This is an optimization exercise on Yosys and OpenROAD, whose aim is small area and few clock cycles per item, not a production implementation. RTL that was checked went through simulation tests only; none was proved equivalent to the original.

Design barrel_math_pipe, start of the top module:
module barrel_math_pipe #(
  parameter int H_RES   = 1080,
  parameter int V_RES   = 960,
  parameter int COORD_W = 12,
  parameter int FRAC_W  = 3,
  parameter int K_SHIFT = 24
) (
  input  logic               clk,
  input  logic               reset,
  input  logic               gen_en,
  input  logic [1:0]         mode,
  input  logic [15:0]        k_coef,
  output logic [31:0]        tIn_tdata,
  output logic               tIn_tvalid,
  input  logic               tIn_tready,
  input  logic [31:0]        tOut_tdata,
  input  logic               tOut_tvalid,
  output logic               tOut_tready,
  output logic [31:0]        rCin_tdata,
  output logic [15:0]        rPin_tdata,
  output logic               rCin_tvalid,
  output logic               rPin_tvalid,
  input  logic               rCin_tready,
  input  logic               rPin_tready,
  input  logic [31:0]        rOut_tdata,
  input  logic               rOut_tvalid,
  output logic               rOut_tready,
  output logic [COORD_W-1:0] xOut,
  output logic [COORD_W-1:0] yOut,
  output logic               addr_vld,
  input  logic               mem_ready,
  output logic               clipped,
  output logic               frame_done
);
For scale: roughly 180 flip-flops, ~200 I/O pins, ~27000 um^2 of cells after synthesis.
clock: 9.0 ns
lec_check: 0
cap_margin: 10
core_margin: 2
core_utilization: 70
place_density: 0.85
slew_margin: 10
synth_hierarchical: 1
synth_minimum_keep_size: 0
standard.sh (not shown) runs the stock make flow with config.mk's settings and CLKGATE_MAP_FILE= SYNTH_SCRIPT=/design/flow/synth_recipe.tcl, a recipe that flattens the netlist after the stock synthesis.
==> flow/flow/run.sh <==
#!/bin/bash
# Standard layout with smaller port buffers and a clock tree of smaller buffers, without
# dummy loads. Each ORFS step keeps its own log under orfs/logs/; make's output goes to
# flow_make.log.
set -euo pipefail
GPL_KEEP_OVERFLOW=0 bash standard.sh \
  'BUFFER_PORTS_ARGS=-buffer_cell sky130_fd_sc_hd__buf_1' \
  'CTS_ARGS=-sink_clustering_enable -sink_clustering_size 12 -repair_clock_nets -dont_use_dummy_load -buf_list sky130_fd_sc_hd__clkbuf_8' \
  finish > flow_make.log 2>&1
The first run ran to the end with no violations.
Testbench counts at the start, summed over its fixed seeds: cycles 16,016, items 16,000.
Edit:
--- a/flow/flow/run.sh
+++ b/flow/flow/run.sh
@@ -4,5 +4,5 @@
 # flow_make.log.
 set -euo pipefail
-GPL_KEEP_OVERFLOW=0 bash standard.sh \
+bash standard.sh \
   'BUFFER_PORTS_ARGS=-buffer_cell sky130_fd_sc_hd__buf_1' \
   'CTS_ARGS=-sink_clustering_enable -sink_clustering_size 12 -repair_clock_nets -dont_use_dummy_load -buf_list sky130_fd_sc_hd__clkbuf_8' \
Settings changed: CAP_MARGIN 10 to 20, CORE_UTILIZATION 70 to 80, PLACE_DENSITY 0.85 to 0.92, SLEW_MARGIN 10 to 20.
What happened: The new run completed with no timing, DRC or antenna violations; worst setup slack gets worse by 0.030 ns; wire length goes up by a few percent; non-clock buffer count goes up by 8.

## run A
Another version of the RTL of barrel_math_pipe (not shown whole).
Size: roughly 180 flip-flops, ~0.028 mm2 of cells after synthesis.
export LEC_CHECK = 0
export CAP_MARGIN = 20
export CORE_MARGIN = 2
export CORE_UTILIZATION = 70
export PLACE_DENSITY = 0.85
export SLEW_MARGIN = 20
export SYNTH_HIERARCHICAL = 1
export SYNTH_MINIMUM_KEEP_SIZE = 0
create_clock -name core_clock -period 9.0 [get_ports {clk}]
==> flow/flow/run.sh <==
#!/bin/bash
# Standard layout with smaller port buffers and a clock tree of smaller buffers, without
# dummy loads. Each ORFS step keeps its own log under orfs/logs/; make's output goes to
# flow_make.log.
set -euo pipefail
bash standard.sh \
  'BUFFER_PORTS_ARGS=-buffer_cell sky130_fd_sc_hd__buf_1' \
  'CTS_ARGS=-sink_clustering_enable -repair_clock_nets -dont_use_dummy_load -buf_list {sky130_fd_sc_hd__clkbuf_4 sky130_fd_sc_hd__clkbuf_8}' \
  finish > flow_make.log 2>&1
In summary, run A completed successfully, with a layout that passed the timing, DRC and antenna checks.
Input changes introduced in run B (baseline for comparison: run A):
- a change of CORE_UTILIZATION from 70 to 60
- a change of PLACE_DENSITY from 0.85 to 0.75
### Flow results
- Of the two values seen for first element of the critical path, scb[12] was produced by run B and scb[14] by run A.
- Ratio of final minimum period to clock period | run B above run A
- From run A to run B the numbers moved as follows: area growth from synthesis to layout shows an increase of 0.49 points, final critical-path required period shows an increase of 0.12 ns.
- Against run A as the reference, run B delivers a higher placed cell count.
- Against run A, run B comes in about 0.47% higher on cell area.
The following lists how run C was set up differently from run B:
- PLACE_DENSITY changed from 0.75 to 0.8
- CORE_UTILIZATION changed from 60 to 40
==> run notes <==
- Measured against run C, the number of standard-cell rows in the floorplan of run B comes out at 0.814 times the reference value.
- Multiplexer share of the synthesized area of run B is on par with run C.
- The synthesized area was comparable across run B and run C.
- On run C: signed area change from the synthesized netlist to the final layout is 2.1 points higher than what run B gave.
- Re standard cell core area: run B was lower than run C.
- Compared with run B, run C shows final critical-path required period lower by 0.0071 ns.
- Cmp run B and run C / worst setup slack / lower: run B
- Diff run B..run C | number of H-tree branching levels | unchanged
- There was hardly any difference in achievable frequency between run C and run B.
- Relative to run B, the design area measured on run C has increased by a few percent.
- Run C went all the way through the flow, and no timing, DRC or antenna check failed.
No functional check of the RTL was part of any run of this note.

## port drivers added, routing unchanged
The flow's constraints put no driver on any port. The routed layouts listed below were extracted and timed again, unchanged, in two steps. Step 1, drivers: a clkbuf_16 drives clk and a buf_2 each remaining input, both assumed. Step 2, shift: input delay + t, output delay - t, t = (earliest + latest rising clock arrival at the registers) / 2. This alone moves slack from input paths to output paths. Slacks: ideal ports / drivers / drivers and shift; pairs: ideal ports / drivers.
run	t, ns	slack for setup (ns)	hold slack, ns	worst setup path at the end	clock arrival spread, ns
the first run of note 1	0.519	0.296 / 0.251 / 0.342	0.409 / 0.409 / 0.409	register to register	0.044 / 0.044
the second run of note 1	0.516	0.266 / 0.216 / 0.339	0.393 / 0.393 / 0.393	register to register	0.052 / 0.052
run A	0.543	0.528 / 0.472 / 0.657	0.390 / 0.390 / 0.390	register to register	0.054 / 0.055
run B	0.520	0.412 / 0.369 / 0.467	0.404 / 0.404 / 0.404	register to register	0.047 / 0.047
run C	0.565	0.419 / 0.419 / 0.419	0.405 / 0.405 / 0.405	register to register	0.053 / 0.053
After both steps every run listed still meets setup and hold.
